Background: an optimization exercise with open tools, aiming at a short achievable clock period and few clock cycles. Do not read the settings as production practice. In this exercise RTL edits were held to simulation tests only and were not proved equivalent to the original.

**constraint.sdc**
```tcl
create_clock -name core_clock -period 9.0 [get_ports {CLK}]
set_input_delay 1.8000 -clock core_clock [delete_from_list [all_inputs] [get_ports {CLK}]]
set_output_delay 1.8000 -clock core_clock [all_outputs]
set_load 0.01 [all_outputs]
```
**design.v**
```verilog
package dcache_pkg;
	typedef union packed {
		logic [32-1:0] word;  
		struct packed {
			logic [26-1:0]   tag;
			logic [3-1:0] index;  
			logic                   word_off;  
			logic [1:0]             byte_off;  
		} fields;
	} dc_addr_t;
endpackage
module frame_store (
	input  logic                                         CLK,
	input  logic                                         nRST,
	input  logic [3-1:0]                       set_index,
	input  logic                                         wr_way,
	input  logic                                         wr_word,
	input  logic [32-1:0]                        wr_data,
	input  logic                                         fill_en,
	input  logic                                         tag_en,
	input  logic                                         store_en,
	input  logic                                         clean_en,
	input  logic [26-1:0]                         wr_tag,
	output logic [2-1:0]                          set_valid,
	output logic [2-1:0]                          set_dirty,
	output logic [2-1:0][26-1:0]           set_tag,
	output logic [2-1:0][1:0][32-1:0]     set_data
);
	logic [8-1:0][2-1:0]                      valid_q;
	logic [8-1:0][2-1:0]                      dirty_q;
	logic [8-1:0][2-1:0][26-1:0]       tag_q;
	logic [8-1:0][2-1:0][1:0][32-1:0] data_q;
	always_ff @(posedge CLK, negedge nRST) begin
		if (!nRST) begin
			valid_q <= '0;
			dirty_q <= '0;
		end else begin
			if (tag_en) begin
				valid_q[set_index][wr_way] <= 1'b1;  
			end
			if (tag_en || clean_en) begin
				dirty_q[set_index][wr_way] <= 1'b0;
			end
			if (store_en) begin
				dirty_q[set_index][wr_way] <= 1'b1;  
			end
		end
	end
	always_ff @(posedge CLK) begin
		if (tag_en) begin
			tag_q[set_index][wr_way] <= wr_tag;
		end
		if (fill_en || store_en) begin
			data_q[set_index][wr_way][wr_word] <= wr_data;
		end
	end
	assign set_valid = valid_q[set_index];
	assign set_dirty = dirty_q[set_index];
	assign set_tag   = tag_q[set_index];
	assign set_data  = data_q[set_index];
endmodule
module hit_check (
	input  logic                               CLK,
	input  logic                               nRST,
	input  dcache_pkg::dc_addr_t                           addr,
	input  logic [2-1:0]                set_valid,
	input  logic [2-1:0]                set_dirty,
	input  logic [2-1:0][26-1:0] set_tag,
	input  logic                               touch_en,
	input  logic                               touch_way,
	output logic                               hit,
	output logic                               hit_way,
	output logic                               victim_way,
	output logic                               victim_dirty
);
	logic [8-1:0] repl_q;  
	logic [2-1:0] match;
	genvar w;
	generate
		for (w = 0; w < 2; w++) begin : g_cmp
			assign match[w] = set_valid[w] && (set_tag[w] == addr.fields.tag);
		end
	endgenerate
	assign hit     = |match;
	assign hit_way = !match[0];  
	always_comb begin
		if (!set_valid[0]) begin
			victim_way = 1'b0;
		end else if (!set_valid[1]) begin
			victim_way = 1'b1;
		end else begin
			victim_way = repl_q[addr.fields.index];
		end
	end
	assign victim_dirty = set_dirty[victim_way];
	always_ff @(posedge CLK, negedge nRST) begin
		if (!nRST) begin
			repl_q <= '0;
		end else if (touch_en) begin
			repl_q[addr.fields.index] <= !touch_way;  
		end
	end
endmodule
module cache_controller (
	input  logic                                     CLK,
	input  logic                                     nRST,
	input  dcache_pkg::dc_addr_t                                 dmem_addr,
	input  logic                                     dmem_ren,
	input  logic                                     dmem_wen,
	input  logic [32-1:0]                    dmem_store,
	input  logic                                     halt,
	input  logic                                     hit,
	input  logic                                     hit_way,
	input  logic                                     victim_way,
	input  logic                                     victim_dirty,
	input  logic [2-1:0]                      set_valid,
	input  logic [2-1:0]                      set_dirty,
	input  logic [2-1:0][26-1:0]       set_tag,
	input  logic [2-1:0][1:0][32-1:0] set_data,
	input  logic [32-1:0]                    mem_load,
	input  logic                                     mem_wait,
	output logic                                     dhit,
	output logic [32-1:0]                    dmem_load,
	output logic                                     flushed,
	output logic [3-1:0]                   set_index,
	output logic                                     wr_way,
	output logic                                     wr_word,
	output logic [32-1:0]                    wr_data,
	output logic [26-1:0]                     wr_tag,
	output logic                                     fill_en,
	output logic                                     tag_en,
	output logic                                     store_en,
	output logic                                     clean_en,
	output logic                                     touch_en,
	output logic                                     touch_way,
	output logic                                     mem_ren,
	output logic                                     mem_wen,
	output logic [32-1:0]                    mem_addr,
	output logic [32-1:0]                    mem_store
);
	typedef enum logic [3:0] {
		st_idle,
		st_wb0,
		st_wb1,
		st_fill0,
		st_fill1,
		st_flush_scan,
		st_flush_hi,
		st_hit_write,
		st_done
	} state_t;
	state_t                  state, next_state;
	logic                    victim_q;  
	logic [3:0]    frame_cnt;  
	logic [32-1:0]   hit_count;
	logic                    latch_victim, frame_inc, count_hit;
	logic                    req, req_word, acc_way;
	logic                    flush_way, last_frame;
	logic [3-1:0]  flush_set;
	assign req        = dmem_ren || dmem_wen;
	assign req_word   = dmem_addr.fields.word_off;
	assign flush_way  = frame_cnt[0];
	assign flush_set  = frame_cnt[3:1];
	assign last_frame = &frame_cnt;
	assign acc_way    = (state == st_idle) ? hit_way : victim_q;
	assign flushed    = (state == st_done);
	always_ff @(posedge CLK, negedge nRST) begin
		if (!nRST) begin
			state     <= st_idle;
			victim_q  <= 1'b0;
			frame_cnt <= '0;
			hit_count <= '0;
		end else begin
			state <= next_state;
			if (latch_victim) begin
				victim_q <= victim_way;
			end
			if (frame_inc) begin
				frame_cnt <= frame_cnt + 1'b1;
			end
			if (count_hit) begin
				hit_count <= hit_count + 1'b1;
			end
		end
	end
	always_comb begin
		next_state   = state;
		latch_victim = 1'b0;
		frame_inc    = 1'b0;
		count_hit    = 1'b0;
		dhit         = 1'b0;
		dmem_load    = set_data[acc_way][req_word];
		set_index    = dmem_addr.fields.index;
		wr_way       = victim_q;
		wr_word      = req_word;
		wr_data      = mem_load;
		wr_tag       = dmem_addr.fields.tag;
		fill_en      = 1'b0;
		tag_en       = 1'b0;
		store_en     = 1'b0;
		clean_en     = 1'b0;
		touch_en     = 1'b0;
		touch_way    = victim_q;
		mem_ren      = 1'b0;
		mem_wen      = 1'b0;
		mem_addr     = '0;
		mem_store    = '0;
		case (state)
			st_idle: begin
				if (req) begin
					if (hit) begin
						dhit      = 1'b1;
						count_hit = 1'b1;
						if (dmem_wen) begin
							store_en = 1'b1;  
							wr_way   = hit_way;
							wr_data  = dmem_store;
						end
					end else begin
						latch_victim = 1'b1;
						next_state   = victim_dirty ? st_wb0 : st_fill0;
					end
				end else if (halt) begin
					next_state = st_flush_scan;
				end
			end
			st_wb0: begin
				mem_wen   = 1'b1;
				mem_addr  = {set_tag[victim_q], set_index, 1'b0, 2'b00};
				mem_store = set_data[victim_q][0];
				if (!mem_wait) begin
					next_state = st_wb1;
				end
			end
			st_wb1: begin
				mem_wen   = 1'b1;
				mem_addr  = {set_tag[victim_q], set_index, 1'b1, 2'b00};
				mem_store = set_data[victim_q][1];
				if (!mem_wait) begin
					clean_en   = 1'b1;
					next_state = st_fill0;
				end
			end
			st_fill0: begin
				mem_ren  = 1'b1;
				mem_addr = {dmem_addr.word[32-1:2], 2'b00};  
				if (!mem_wait) begin
					tag_en  = 1'b1;
					fill_en = 1'b1;
					wr_data = dmem_wen ? dmem_store : mem_load;
					next_state = st_fill1;
				end
			end
			st_fill1: begin
				mem_ren  = 1'b1;
				mem_addr = {dmem_addr.word[32-1:3], !req_word, 2'b00};
				if (!mem_wait) begin
					wr_word = !req_word;
					fill_en    = !dmem_wen;
					store_en   = dmem_wen;
					dhit       = 1'b1;
					touch_en   = 1'b1;
					next_state = st_idle;
				end
			end
			st_flush_scan: begin
				set_index = flush_set;
				if (set_valid[flush_way] && set_dirty[flush_way]) begin
					mem_wen   = 1'b1;
					mem_addr  = {set_tag[flush_way], flush_set, 1'b0, 2'b00};
					mem_store = set_data[flush_way][0];
					if (!mem_wait) begin
						next_state = st_flush_hi;
					end
				end else if (last_frame) begin
					next_state = st_hit_write;
				end else begin
					frame_inc = 1'b1;  
				end
			end
			st_flush_hi: begin
				set_index = flush_set;
				mem_wen   = 1'b1;
				mem_addr  = {set_tag[flush_way], flush_set, 1'b1, 2'b00};
				mem_store = set_data[flush_way][1];
				if (!mem_wait) begin
					if (last_frame) begin
						next_state = st_hit_write;
					end else begin
						frame_inc  = 1'b1;
						next_state = st_flush_scan;
					end
				end
			end
			st_hit_write: begin
				mem_wen   = 1'b1;
				mem_addr  = 32'h3100;
				mem_store = hit_count;
				if (!mem_wait) begin
					next_state = st_done;
				end
			end
			st_done: begin
				next_state = st_done;  
			end
			default: begin
				next_state = st_idle;
			end
		endcase
	end
endmodule
module dcache_top (
	input  logic                  CLK,
	input  logic                  nRST,
	input  dcache_pkg::dc_addr_t              dmem_addr,
	input  logic                  dmem_ren,
	input  logic                  dmem_wen,
	input  logic [32-1:0] dmem_store,
	input  logic                  halt,
	output logic                  dhit,
	output logic [32-1:0] dmem_load,
	output logic                  flushed,
	output logic                  mem_ren,
	output logic                  mem_wen,
	output logic [32-1:0] mem_addr,
	output logic [32-1:0] mem_store,
	input  logic [32-1:0] mem_load,
	input  logic                  mem_wait
);
	logic [3-1:0]                   set_index;
	logic [2-1:0]                      set_valid, set_dirty;
	logic [2-1:0][26-1:0]       set_tag;
	logic [2-1:0][1:0][32-1:0] set_data;
	logic                  wr_way, wr_word;
	logic [32-1:0] wr_data;
	logic [26-1:0]  wr_tag;
	logic                  fill_en, tag_en, store_en, clean_en;
	logic hit, hit_way, victim_way, victim_dirty;
	logic touch_en, touch_way;
	frame_store u_store (
		.CLK, .nRST, .set_index, .wr_way, .wr_word, .wr_data,
		.fill_en, .tag_en, .store_en, .clean_en, .wr_tag,
		.set_valid, .set_dirty, .set_tag, .set_data
	);
	hit_check u_check (
		.CLK, .nRST, .addr(dmem_addr), .set_valid, .set_dirty, .set_tag,
		.touch_en, .touch_way, .hit, .hit_way, .victim_way, .victim_dirty
	);
	cache_controller u_ctrl (
		.CLK, .nRST, .dmem_addr, .dmem_ren, .dmem_wen, .dmem_store, .halt,
		.hit, .hit_way, .victim_way, .victim_dirty,
		.set_valid, .set_dirty, .set_tag, .set_data, .mem_load, .mem_wait,
		.dhit, .dmem_load, .flushed, .set_index,
		.wr_way, .wr_word, .wr_data, .wr_tag,
		.fill_en, .tag_en, .store_en, .clean_en, .touch_en, .touch_way,
		.mem_ren, .mem_wen, .mem_addr, .mem_store
	);
endmodule
```
**run.sh**
```bash
#!/bin/bash
# synth_recipe.tcl (not shown) runs the flow's synth.tcl, then flattens the netlist and writes it again
# the make line also repeats each setting of config.mk as NAME=value (left out here)
make -C /OpenROAD-flow-scripts/flow DESIGN_CONFIG=/design/flow/config.mk WORK_HOME=/design/flow/orfs CLKGATE_MAP_FILE= SYNTH_SCRIPT=/design/flow/synth_recipe.tcl finish
```
**config.mk**
```make
export PLATFORM = sky130hd
export DESIGN_NAME = dcache_top
export DESIGN_NICKNAME = dcache_top
export VERILOG_FILES = /design/flow/design.v
export SDC_FILE = /design/flow/constraint.sdc
export NUM_CORES = 4
export LEC_CHECK = 0
export CAP_MARGIN = 20
export CORE_MARGIN = 2
export CORE_UTILIZATION = 30
export SLEW_MARGIN = 20
```
==> run summary <==
-- cell type report --
class / instances / area share, %
Clock inverter: 98 / 0.8131
Timing Repair Buffer: 1489 / 13.08
Inverter: 54 / 0.2008
Clock buffer: 218 / 4.230
Antenna cell: 8 / 0.01794
Multi-Input combinational cell: 7332 / 36.65
Sequential cell: 1521 / 40.59
Tap cell: 3939 / 4.418
-- worst max-delay path, stage by stage --
cell,delay [ps]
buf_4,130
clkinv_1,90
a21oi_1,340
buf_4,210
nor2_4,60
buf_12,170
inv_8,160
buf_4,180
buf_6,390
buf_12,370
nand3_1,140
nand3_1,100
o21ai_0,150
a32oi_2,390
o21a_1,220
nor2_1,130
a2bb2oi_1,190
buf_4,310
nor2_1,70
a21oi_1,460
o31ai_1,160
buf_4,190
clkdlybuf4s50_1,490
-- layout by cell type (no fill, tap or decap), drive strengths merged, types with 19 or more instances in the layout --
cell,instances
nand2,1744
nand2b,56
mux4,55
a21o,24
o221ai,62
nand4,58
a21oi,932
a32oi,37
and3,53
o2bb2ai,60
edfxtp,1440
clkdlybuf4s50,184
a221o,55
inv,55
clkinv,74
o31ai,20
dfrtp,81
mux2,55
clkbuf,218
o21ai,897
a22oi,82
a221oi,55
a31oi,25
a211oi,56
a22o,115
nand3,796
ha,19
o22ai,35
nor4,59
mux2i,277
nor3,80
nor2,1182
o211ai,61
nor2b,29
xnor2,53
buf,1305
xor2,26
and2,28
-- worst min-delay path by stage --
stage	cells past startpoint	slack (ps)	end	start
6_report	1	460	u_store.valid_q[13]	u_store.valid_q[13]
5_1_grt	1	470	u_store.valid_q[12]	u_store.valid_q[12]
4_1_cts	1	450	u_store.valid_q[13]	u_store.valid_q[13]
3_5_place_dp	1	440	u_store.valid_q[13]	u_store.valid_q[13]
3_3_place_gp	1	430	u_store.valid_q[13]	u_store.valid_q[13]
2_1_floorplan	1	420	u_store.valid_q[13]	u_store.valid_q[13]
-- registers in the layout, indices dropped and copies added (netlist names), named ones only --
signal            cells
u_check.repl_q        8
u_ctrl.frame_cnt      4
u_ctrl.hit_count     32
u_ctrl.state          4
u_ctrl.victim_q       1
u_store.data_q     1024
u_store.dirty_q       1
u_store.tag_q       416
u_store.valid_q      16
-- through the flow --
| step | worst slack, ps | area (um^2) | TNS (ps) |
|---|---|---|---|
| floorplan | -43280 | 89060 | - |
| global placement | -685.6 | 105800 | -133430 |
| detailed placement | -737.5 | 105800 | -154130 |
| CTS | 54.58 | 111400 | 0 |
| global route | 43.82 | 111500 | 0 |
| finish | 203.0 | 111600 | 0 |
-- layer usage --
layer / vias up / share of wire, %
met1: 41140 / 39
li1: 37443 / -
met3: 1139 / 11
met4: 18 / 7.3
met2: 5382 / 43
met5: - / 0.037
-- cells by family (layout without fill, tap and decap cells) --
family / count (synthesis) / after routing / share of synthesized area (%)
AND/OR/NAND/NOR: 4161 / 4161 / 20.09
buffers and inverters: 936 / 1859 / 4.285
AO/OA/AOI/OAI: 2682 / 2682 / 18.47
flip-flops: 1521 / 1521 / 50.84
multiplexers: 387 / 387 / 5.200
other: 1 / 10 / 0.004211
XOR/XNOR: 79 / 79 / 0.8065
adder cells (fa/ha/maj): 21 / 21 / 0.3119
-- timing repair --
| item | CTS | global route |
|---|---|---|
| endpoints found under the setup margin | 23 | 360 |
| pin swaps | 0 | 0 |
| cloned | 0 | 0 |
| hold endpoints to repair | 0 | 0 |
| setup buffers | 0 | 0 |
| gates resized for setup | 3 | 16 |
==> impl_metrics.yaml <==
status:
  outcome: "timing/DRC/antenna clean"
setup_path:
  reg2reg_from: "u_ctrl.state[1]"
  critical_path_required_ps: 7200
  crit_end: "mem_addr[20]"
  cp-start-kind: "primary input"
  worstReg2RegEnd: "u_store.tag_q[38]"
  regToRegSetupSlack_ps: 280
  crit_arrival_ps: 7000
  crit_fanout: 56
  r2r_cells: 31
  endpoint_kind: "output port"
  critical_path_class: "primary input to output port"
  startpoint: "dmem_addr[3]"
placement:
  post-place-cells: 14335
  place_congestion: 1.065
  portBuffers: 197
  dpl.hpwl_um: 304200
timing:
  rsz0062_at_grt: "no"
  post-route-min-period_ps: 8797
  slew_violations: 0
  max_freq_mhz: 113.7
  slew_headroom_pct: 18.50
  fin_crit_sh_pct: 97.74
  setup_viol: 0
  hold_viol: 0
  hold_ws_ps: 455.4
  finClkSkew_ps: 101.1
  worstMarginPinSlew_ps: 1217
route:
  via_per_inst: 5.807
  vias: 85122
  first_pass_iters: 7
  antenna_left: 0
  drcViolationCount: 0
  wl_per_cell_um: 29.37
  routed_wl_um: 430600
  drt_iter0_drc: 12976
global_routing:
  met1_usage_pct: 36.43
  grt_pass1_vias: 77916
  overflow: 0
  grt_max_degree: 150
  grt_pass1_wl_um: 602500
  grt_usage_pct: 27.69
  met3_usage_pct: 5.926
  met2_usage_pct: 41.70
  grt-busiest-layer: "met2"
  antenna_found_initial: 29
floorplan:
  die_w_um: 548.8
  core_area_mm2: 0.2960
  die_area_mm2: 0.3012
  start_util_pct: 30.08
  io_pins: 202
  die_height_um: 548.8
  rows: 200
logic_synthesis:
  syn_area_mm2: 0.08905
  synth_warnings: 3
  synth_edf_count: 1440
  synthFlopType: "edfxtp_1"
  yosysTopAreaCell: "edfxtp_1"
  synth.avg_cell_area_um2: 9.098
  async_reset_ff_share_pct: 5.325
  synth_cells: 9788
  synth-seq-cells: 1521
  netlist.area_leader.share_pct: 48.56
  synthMostInstantiatedCell: "nand2_1"
  yosys-top-cells-count: "nand2_1 (1744), edfxtp_1 (1440), nor2_1 (1176)"
  ys_seq_area_share_pct: 50.84
  ys_types: 112
  synthTopCellsByArea: "edfxtp_1 (49%), nand2_1 (7.4%), a21oi_1 (5.2%)"
hold_path:
  hold_class: "flop to flop"
clock_tree:
  cts_tree: "done"
  numCtsBuffers: 177
  clock_latency_ps: 890
  clockRootBuffer: "clkbuf_16"
  clockBufferDepth: 4
  cts_sinks: 1521
  htree_num_levels: 4
  cts_hold_buf: 0
  path_clk_slew_ps: 60
final_layout:
  post-route-util_pct: 37.69
  syn_to_final_growth_pct: 25.28
  n_fill_cell: 30041
  seq_area_mm2: 0.04528
  finalNonFillerCells: 14659
  multi_input_area_mm2: 0.04089
  drive_gt1_share_pct: 17.33
  nNetsFinal: 10698
flow_run:
  cap_viol_max_count: 0
Testbench counts, summed over its fixed seeds: cycles 17,138.

-- afterwards: timing with drivers on the ports --
The flow's constraints put no driver on any port. The routed layout listed below was extracted and timed again, unchanged, in two steps. Step 1 sets driving cells, clkbuf_16 on the clock port and buf_2 on the other inputs (assumed; they add their load-dependent delay and slew). Step 2 moves the port delays by t, midway between the first and last clock arrival at a register: inputs arrive t later, outputs are due t later. That takes back most of the time a late clock gives input paths. Slacks: no drivers / after step 1 / after step 2; pairs: no drivers / after step 1.
t, ns: 0.941
setup slack, ns: 0.203 / 0.124 / -0.668
hold WS [ns]: 0.455 / 0.455 / 0.455
worst setup path after step 2: input to register
With both steps, setup timing fails in this run, where it was met with ideal ports. For this run, drivers alone change the setup slack by -0.079 ns; drivers and shift together by -0.871 ns.
